From an optimization exercise on the open Yosys and OpenROAD flow, aimed at small area, a short achievable clock period and few clock cycles per item; shortcuts taken in it are not production practice.
Function was checked by simulation only, so behaviour that the tests miss may differ from the original.

## S
==> module swah_dp, before the edit <==
module swah_dp
(
    input  logic                        aclk,
    input  logic                        aresetn,
    input  logic [swah_pkg::FIELD_W-1:0] in_x,
    input  logic                        go,
    input  logic                        p_shift,
    input  logic                        p_load,
    input  logic                        p_push,
    input  logic                        p_init,
    input  logic                        p_zero,
    input  logic                        full_next,
    input  logic                        d_init,
    input  logic                        c_upd,
    input  logic                        c_init,
    output logic [swah_pkg::FIELD_W-1:0] avg
);
    localparam int W = FIELD_W;
    logic [W-1:0]         win_reg [1:WIN-1];
    logic [W-1:0]         old_reg;
    logic                 cy_reg;
    logic [DELTA_W-1:0]   delta_reg;
    logic [W-1:0]         da_reg;
    logic [3:0]           db_reg;
    logic [W-1:0]         q_reg;
    logic [3:0]           r_reg;
    always_ff @(posedge aclk) begin
        if (p_shift) begin
            for (int i = 1; i < WIN - 1; i++) begin
                win_reg[i] <= win_reg[i+1];
            end
            win_reg[WIN-1] <= in_x;
        end
    end
    always_ff @(posedge aclk) begin
        if (!aresetn) begin
            old_reg <= '0;
        end else if (p_load) begin
            old_reg <= in_x;
        end else if (full_next && p_shift) begin
            old_reg <= win_reg[1];
        end
    end
    logic [W-1:0] sub;
    assign sub = p_zero ? '0 : old_reg;
    always_ff @(posedge aclk) begin
        if (go) begin
            delta_reg <= {in_x[W-1], in_x} - {sub[W-1], sub};
        end
    end
    function automatic logic [2:0] add3(input logic [2:0] a, input logic [2:0] b);
        add3[0] = (a[0] & b[0]) | (a[1] & b[2]) | (a[2] & b[1]);
        add3[1] = (a[0] & b[1]) | (a[1] & b[0]) | (a[2] & b[2]);
        add3[2] = (a[0] & b[2]) | (a[2] & b[0]) | (a[1] & b[1]);
    endfunction
    logic [23:0] v;
    logic [1:0]  dig  [12];
    logic [2:0]  scan [5][12];
    logic [2:0]  rem  [13];
    logic [23:0] quo;
    logic [3:0]  db_next;
    logic [W-1:0] da_next;
    always_comb begin
        v = {1'b1, ~delta_reg[DELTA_W-1], delta_reg[DELTA_W-2:2]};
        for (int k = 0; k < 12; k++) begin
            dig[k]     = v[2*k +: 2];
            scan[0][k] = {dig[k] == 2'd2, dig[k] == 2'd1, dig[k] == 2'd0 || dig[k] == 2'd3};
        end
        for (int l = 0; l < 4; l++) begin
            for (int k = 0; k < 12; k++) begin
                if (k + (1 << l) < 12) begin
                    scan[l+1][k] = add3(scan[l][k], scan[l][k + (1 << l)]);
                end else begin
                    scan[l+1][k] = scan[l][k];
                end
            end
        end
        for (int k = 0; k < 12; k++) begin
            rem[k] = scan[4][k];
        end
        rem[12] = 3'b001;
        for (int k = 0; k < 12; k++) begin
            quo[2*k+1] = (rem[k+1][1] & dig[k][1]) | rem[k+1][2];
            quo[2*k]   = (rem[k+1][0] & (dig[k] == 2'd3)) |
                         (rem[k+1][1] & !dig[k][1]) |
                         (rem[k+1][2] & (dig[k] != 2'd0));
        end
        da_next = {{(W-22){quo[21]}}, quo[21:0]};
        db_next = {rem[0][2], rem[0][1], delta_reg[1:0]};
    end
    always_ff @(posedge aclk) begin
        if (go) begin
            if (d_init) begin
                da_reg <= delta_reg[W-1:0];
                db_reg <= 4'd0;
            end else begin
                da_reg <= da_next;
                db_reg <= db_next;
            end
        end
    end
    logic [4:0] rsum;
    logic [4:0] rsum_wrap;
    logic [3:0] r_next;
    logic [4:0] cy_sum;
    logic [2:0] cy_cand;
    logic       cy_go;
    logic       cy_next;
    logic [W:0] q_sum;
    assign rsum      = {1'b0, r_reg} + {1'b0, db_reg};
    assign rsum_wrap = rsum - 5'd12;
    assign q_sum     = {q_reg, cy_reg} + {da_reg, cy_reg};
    always_comb begin
        if (!aresetn) begin
            r_next = '0;
        end else if (c_upd) begin
            if (c_init) begin
                r_next = '0;
            end else begin
                r_next = cy_reg ? rsum_wrap[3:0] : rsum[3:0];
            end
        end else begin
            r_next = r_reg;
        end
        cy_cand[0] = ({1'b0, r_next} + {3'b0, delta_reg[1:0]}) >= 5'd12;
        cy_cand[1] = ({1'b0, r_next} + {3'b0, delta_reg[1:0]}) >= 5'd8;
        cy_cand[2] = ({1'b0, r_next} + {3'b0, delta_reg[1:0]}) >= 5'd4;
        cy_go   = !d_init && ((rem[0][0] && cy_cand[0]) ||
                              (rem[0][1] && cy_cand[1]) ||
                              (rem[0][2] && cy_cand[2]));
        cy_sum  = {1'b0, r_next} + {1'b0, db_reg};
        cy_next = go ? cy_go : (cy_sum >= 5'd12);
    end
    always_ff @(posedge aclk) begin
        r_reg  <= r_next;
        cy_reg <= cy_next;
        if (!aresetn) begin
            q_reg <= '0;
        end else if (c_upd) begin
            if (c_init) begin
                q_reg <= da_reg;
            end else begin
                q_reg <= q_sum[W:1];
            end
        end
    end
    assign avg = q_reg + W'(q_reg[W-1] && (r_reg != 4'd0));
endmodule
clock: 8.0 ns
lec_check: 0
cap_margin: 20
core_margin: 2
core_utilization: 40
place_density: 0.6
setup_slack_margin: 5.0
slew_margin: 20
tns_end_percent: 10
run.sh (not shown) runs the stock make flow with config.mk's settings and CLKGATE_MAP_FILE= SYNTH_SCRIPT=/design/flow/synth_recipe.tcl, a recipe that flattens the netlist after the stock synthesis.
S reached the final stage; the timing, DRC and antenna checks on its layout passed.
Testbench counts of S, summed over its fixed seeds: cycles 12,048, items 12,000.
diff inputs: S => Q
-- flow/design.v --
<<< S, line 165
);
    localparam int W = FIELD_W;
    logic [W-1:0]         win_reg [1:WIN-1];
    logic [W-1:0]         old_reg;
    logic                 cy_reg;
    logic [DELTA_W-1:0]   delta_reg;
>>> Q, line 165
);
    localparam int W = FIELD_W;
    logic [W-1:0]         win_reg [WIN];
    logic [W-1:0]         old_reg;
    logic [W-1:0]         init_next;
    logic [W-1:0]         head_next;
    logic                 cy_reg;
    logic [DELTA_W-1:0]   delta_reg;
<<< S, line 175
    always_ff @(posedge aclk) begin
        if (p_shift) begin
            for (int i = 1; i < WIN - 1; i++) begin
                win_reg[i] <= win_reg[i+1];
            end
>>> Q, line 177
    always_ff @(posedge aclk) begin
        if (p_shift) begin
            for (int i = 0; i < WIN - 1; i++) begin
                win_reg[i] <= win_reg[i+1];
            end
<<< S, line 181
        end
    end
    always_ff @(posedge aclk) begin
        if (!aresetn) begin
            old_reg <= '0;
        end else if (p_load) begin
            old_reg <= in_x;
        end else if (full_next && p_shift) begin
            old_reg <= win_reg[1];
        end
    end
    logic [W-1:0] sub;
>>> Q, line 183
        end
    end
    always_comb begin
        if (!aresetn) begin
            init_next = '0;
        end else if (p_load) begin
            init_next = in_x;
        end else begin
            init_next = old_reg;
        end
        head_next = p_shift ? win_reg[1] : win_reg[0];
    end
    always_ff @(posedge aclk) begin
        old_reg <= full_next ? head_next : init_next;
    end
    logic [W-1:0] sub;
## What came out
- Compared to S, the routing of Q uses more wire.
- Changes observed in Q relative to S: global-route usage has increased; number of tap cells added at floorplan went up.
- Q ends up with higher total via count in the routed design than S does.
- Compared with S, placement density in the core of Q is lower.
- Looking at met2 global-route usage, Q sits above S.
Testbench counts of Q, summed over its fixed seeds: cycles 12,048, items 12,000.

static timing again, ports no longer ideal:
The flow's constraints put no driver on any port. The routed layouts listed below were extracted and timed again, unchanged, in two steps.
Step 1: set_driving_cell puts a clkbuf_16 on aclk and a buf_2 on each other input, an assumption about the parent block.
Step 2 moves the port delays by t, midway between the first and last clock arrival at a register: inputs arrive t later, outputs are due t later. That takes back most of the time a late clock gives input paths.
a / b / c = ideal ports / drivers / drivers and shift; a / b = the first two.
| run | shift t [ns] | setup slack, ns | hold WS [ns] | clock arrival spread, ns | cell pins on the clock port's net |
|---|---|---|---|---|---|
| S | 0.843 | 4.567 / 4.567 / 3.989 | 0.410 / 0.410 / 0.410 | 0.032 / 0.031 | 1 |
| Q | 0.839 | 4.642 / 4.642 / 4.071 | 0.399 / 0.399 / 0.399 | 0.059 / 0.059 | 1 |
After both steps every run listed still meets setup and hold. The setup slack of S, which loses most, moves by 0.000 ns with the drivers and by -0.578 ns with both steps.
